Background: an optimization exercise with open tools, aiming at small area. Do not read the settings as production practice. The RTL was checked by simulation tests, not by an equivalence proof against the original design. Power is estimated from default activity; no workload was simulated.

==> flow/design.v <==
module regfile_writeback (
  input  logic        clk,
  input  logic        reset,
  input  logic [31:0] wb_data,
  input  logic        wb_en,
  input  logic [3:0]  wb_addr,
  input  logic [4:0]  opcode,
  input  logic        stall,
  input  logic [3:0]  rn_addr,
  input  logic [3:0]  rm_addr,
  output logic [31:0] rn_data,
  output logic [31:0] rm_data,
  output logic [31:0] pc,
  output logic        branch_taken
);
  localparam logic [4:0] OP_BRANCH = 5'b10001;
  logic [31:0] regs_n [15];   
  logic [31:0] tgt_q;         
  logic        pend_q;        
  logic [31:0] pc_q;
  logic        bt_q;
  logic        cap;
  logic        is_pc;
  logic        rst_n;
  logic [31:0] wdata;         
  logic [14:0] we;
  always_comb begin
    cap   = wb_en && !stall;
    is_pc = (opcode == OP_BRANCH) || (wb_addr == 4'd15);
    rst_n = !reset;
    for (int i = 0; i < 15; i++)
      we[i] = reset || (cap && !is_pc && (wb_addr == 4'(i)));
  end
  for (genvar b = 0; b < 32; b++) begin : g_wd
    rf_nand2 u_wd (.a(wb_data[b]), .b(rst_n), .y(wdata[b]));
  end
  always_ff @(posedge clk) begin
    for (int i = 0; i < 15; i++)
      if (we[i]) regs_n[i] <= wdata;
  end
  logic [28:0] pc_hi_inc;
  rf_inc29 u_inc (.x(pc_q[31:3]), .y(pc_hi_inc));
  logic sel_ld, sel_hi, sel_lo, sel_k;
  logic [31:0] pc_d, pc_step;
  always_comb begin
    sel_ld = !reset && pend_q;                           
    sel_hi = !reset && !pend_q && !stall && pc_q[2];     
    sel_lo = !reset && !pend_q && !(!stall && pc_q[2]);  
    sel_k  = !reset && !pend_q;                          
    pc_step[1:0] = pc_q[1:0];
    pc_step[2]   = pc_q[2] ^ !stall;
  end
  for (genvar b = 0; b < 3; b++) begin : g_pcl
    rf_ao22 u_pc (.a0(sel_ld), .b0(tgt_q[b]), .a1(sel_k), .b1(pc_step[b]), .y(pc_d[b]));
  end
  for (genvar b = 3; b < 32; b++) begin : g_pch
    rf_ao222 u_pc (.a0(sel_ld), .b0(tgt_q[b]), .a1(sel_hi), .b1(pc_hi_inc[b-3]),
                   .a2(sel_lo), .b2(pc_q[b]), .y(pc_d[b]));
  end
  always_ff @(posedge clk) begin
    tgt_q  <= wb_data;
    pend_q <= !reset && cap && is_pc;
    bt_q   <= !reset && pend_q;
    pc_q   <= pc_d;
  end
  logic [15:0] sn_n, sm_n;
  logic [31:0] pc_read_n;
  always_comb begin
    for (int i = 0; i < 16; i++) begin
      sn_n[i] = (rn_addr != 4'(i));
      sm_n[i] = (rm_addr != 4'(i));
    end
    pc_read_n = ~{pc_hi_inc, pc_q[2:0]};
  end
  for (genvar b = 0; b < 32; b++) begin : g_rd
    logic [7:0] tn, tm;
    for (genvar k = 0; k < 7; k++) begin : g_pair
      rf_oai22 u_n (.a0(sn_n[2*k]), .b0(regs_n[2*k][b]), .a1(sn_n[2*k+1]), .b1(regs_n[2*k+1][b]), .y(tn[k]));
      rf_oai22 u_m (.a0(sm_n[2*k]), .b0(regs_n[2*k][b]), .a1(sm_n[2*k+1]), .b1(regs_n[2*k+1][b]), .y(tm[k]));
    end
    rf_oai22 u_n7 (.a0(sn_n[14]), .b0(regs_n[14][b]), .a1(sn_n[15]), .b1(pc_read_n[b]), .y(tn[7]));
    rf_oai22 u_m7 (.a0(sm_n[14]), .b0(regs_n[14][b]), .a1(sm_n[15]), .b1(pc_read_n[b]), .y(tm[7]));
    rf_or8 u_on (.t(tn), .y(rn_data[b]));
    rf_or8 u_om (.t(tm), .y(rm_data[b]));
  end
  always_comb begin
    pc           = pc_q;
    branch_taken = bt_q;
  end
endmodule
module rf_oai22 (
  input  logic a0, b0, a1, b1,
  output logic y
);
  assign y = ~((a0 | b0) & (a1 | b1));
endmodule
module rf_or8 (
  input  logic [7:0] t,
  output logic       y
);
  assign y = ~(~|t[3:0] & ~|t[7:4]);
endmodule
module rf_ao222 (
  input  logic a0, b0, a1, b1, a2, b2,
  output logic y
);
  assign y = (a0 & b0) | (a1 & b1) | (a2 & b2);
endmodule
module rf_ao22 (
  input  logic a0, b0, a1, b1,
  output logic y
);
  assign y = (a0 & b0) | (a1 & b1);
endmodule
module rf_nand2 (
  input  logic a, b,
  output logic y
);
  assign y = ~(a & b);
endmodule
module rf_inc29 (
  input  logic [28:0] x,
  output logic [28:0] y
);
  logic [7:0]  p;     
  logic [28:0] c;     
  always_comb begin
    p[0] = 1'b1;
    for (int k = 1; k < 8; k++) p[k] = p[k-1] & (&x[4*k-4 +: 4]);
    for (int i = 0; i < 29; i++) begin
      c[i] = p[i/4];
      for (int j = 4*(i/4); j < i; j++) c[i] = c[i] & x[j];
    end
    y = x ^ c;
  end
endmodule
Settings: LEC_CHECK=0, CAP_MARGIN=10, CORE_MARGIN=2, CORE_UTILIZATION=65, SETUP_SLACK_MARGIN=0, SLEW_MARGIN=10, SYNTH_HIERARCHICAL=1, SYNTH_MINIMUM_KEEP_SIZE=0; clock period 6.0 ns.
standard.sh (not shown) runs the stock make flow with config.mk's settings and CLKGATE_MAP_FILE= SYNTH_SCRIPT=/design/flow/synth_recipe.tcl, a recipe that flattens the netlist after the stock synthesis.
==> flow/flow/run.sh <==
#!/bin/bash
# Standard layout, with plain buf_1 port buffers and a clock tree of small
# buffers without dummy loads. Each tool's output goes to a log of its own.
export BUFFER_PORTS_ARGS="-buffer_cell sky130_fd_sc_hd__buf_1"
export CTS_ARGS="-sink_clustering_enable -repair_clock_nets -buf_list {sky130_fd_sc_hd__clkbuf_4} -sink_clustering_size 10 -sink_clustering_max_diameter 40 -dont_use_dummy_load"
bash standard.sh > standard.log 2>&1
Change:
--- a/flow/design.v
+++ b/flow/design.v
@@ -38,13 +38,14 @@
     for (int i = 0; i < 15; i++)
       if (we[i]) regs_n[i] <= wdata;
   end
   logic [28:0] pc_hi_inc;
   rf_inc29 u_inc (.x(pc_q[31:3]), .y(pc_hi_inc));
   logic sel_ld, sel_hi, sel_lo, sel_k;
-  logic [31:0] pc_d, pc_step;
+  logic [31:0] pc_d;
+  logic [2:0]  pc_step;
   always_comb begin
     sel_ld = !reset && pend_q;                           
     sel_hi = !reset && !pend_q && !stall && pc_q[2];     
     sel_lo = !reset && !pend_q && !(!stall && pc_q[2]);  
     sel_k  = !reset && !pend_q;                          
     pc_step[1:0] = pc_q[1:0];
@@ -119,18 +120,24 @@
   assign y = ~(a & b);
 endmodule
 module rf_inc29 (
   input  logic [28:0] x,
   output logic [28:0] y
 );
-  logic [7:0]  p;     
   logic [28:0] c;     
+  logic        p;     
+  logic        q;
   always_comb begin
-    p[0] = 1'b1;
-    for (int k = 1; k < 8; k++) p[k] = p[k-1] & (&x[4*k-4 +: 4]);
-    for (int i = 0; i < 29; i++) begin
-      c[i] = p[i/4];
-      for (int j = 4*(i/4); j < i; j++) c[i] = c[i] & x[j];
+    p = 1'b1;
+    for (int k = 0; k < 8; k++) begin
+      q = p;
+      for (int j = 0; j < 4; j++) begin
+        if (4*k + j < 29) begin
+          c[4*k + j] = q;
+          q = q & x[4*k + j];
+        end
+      end
+      if (4*k + 3 < 29) p = p & (&x[4*k +: 4]);
     end
     y = x ^ c;
   end
 endmodule
Outcome: The changed run ran to the end with no violations; non-clock buffer count stays the same; sequential share of layout area is unchanged; via count does not change; core utilization stays the same; cell area is unchanged; setup slack is unchanged; clock-buffer cell count does not change; die area stays the same; power does not change; first-iteration DRC count is unchanged; clock skew stays the same; global-route usage stays the same; synthesized area does not change; routed wire length is unchanged.

## port drivers added, routing unchanged
In the flow no input, the clock included, has a driving cell. The finished layouts below were timed again as built, in two steps. Step 1 assumes that a clkbuf_16 drives the clock port and a buf_2 every other input. Step 2 moves the port delays by t, midway between the first and last clock arrival at a register: inputs arrive t later, outputs are due t later. That takes back most of the time a late clock gives input paths. a / b / c = ideal ports / drivers / drivers and shift; a / b = the first two.
| run | t (ns) | setup slack, ns | worst setup path at the end |
|---|---|---|---|
| the first run | 0.780 | 0.663 / 0.617 / 1.093 | input to output |
| the second run | 0.780 | 0.663 / 0.617 / 1.093 | input to output |
After both steps setup and hold are still met in every run listed.
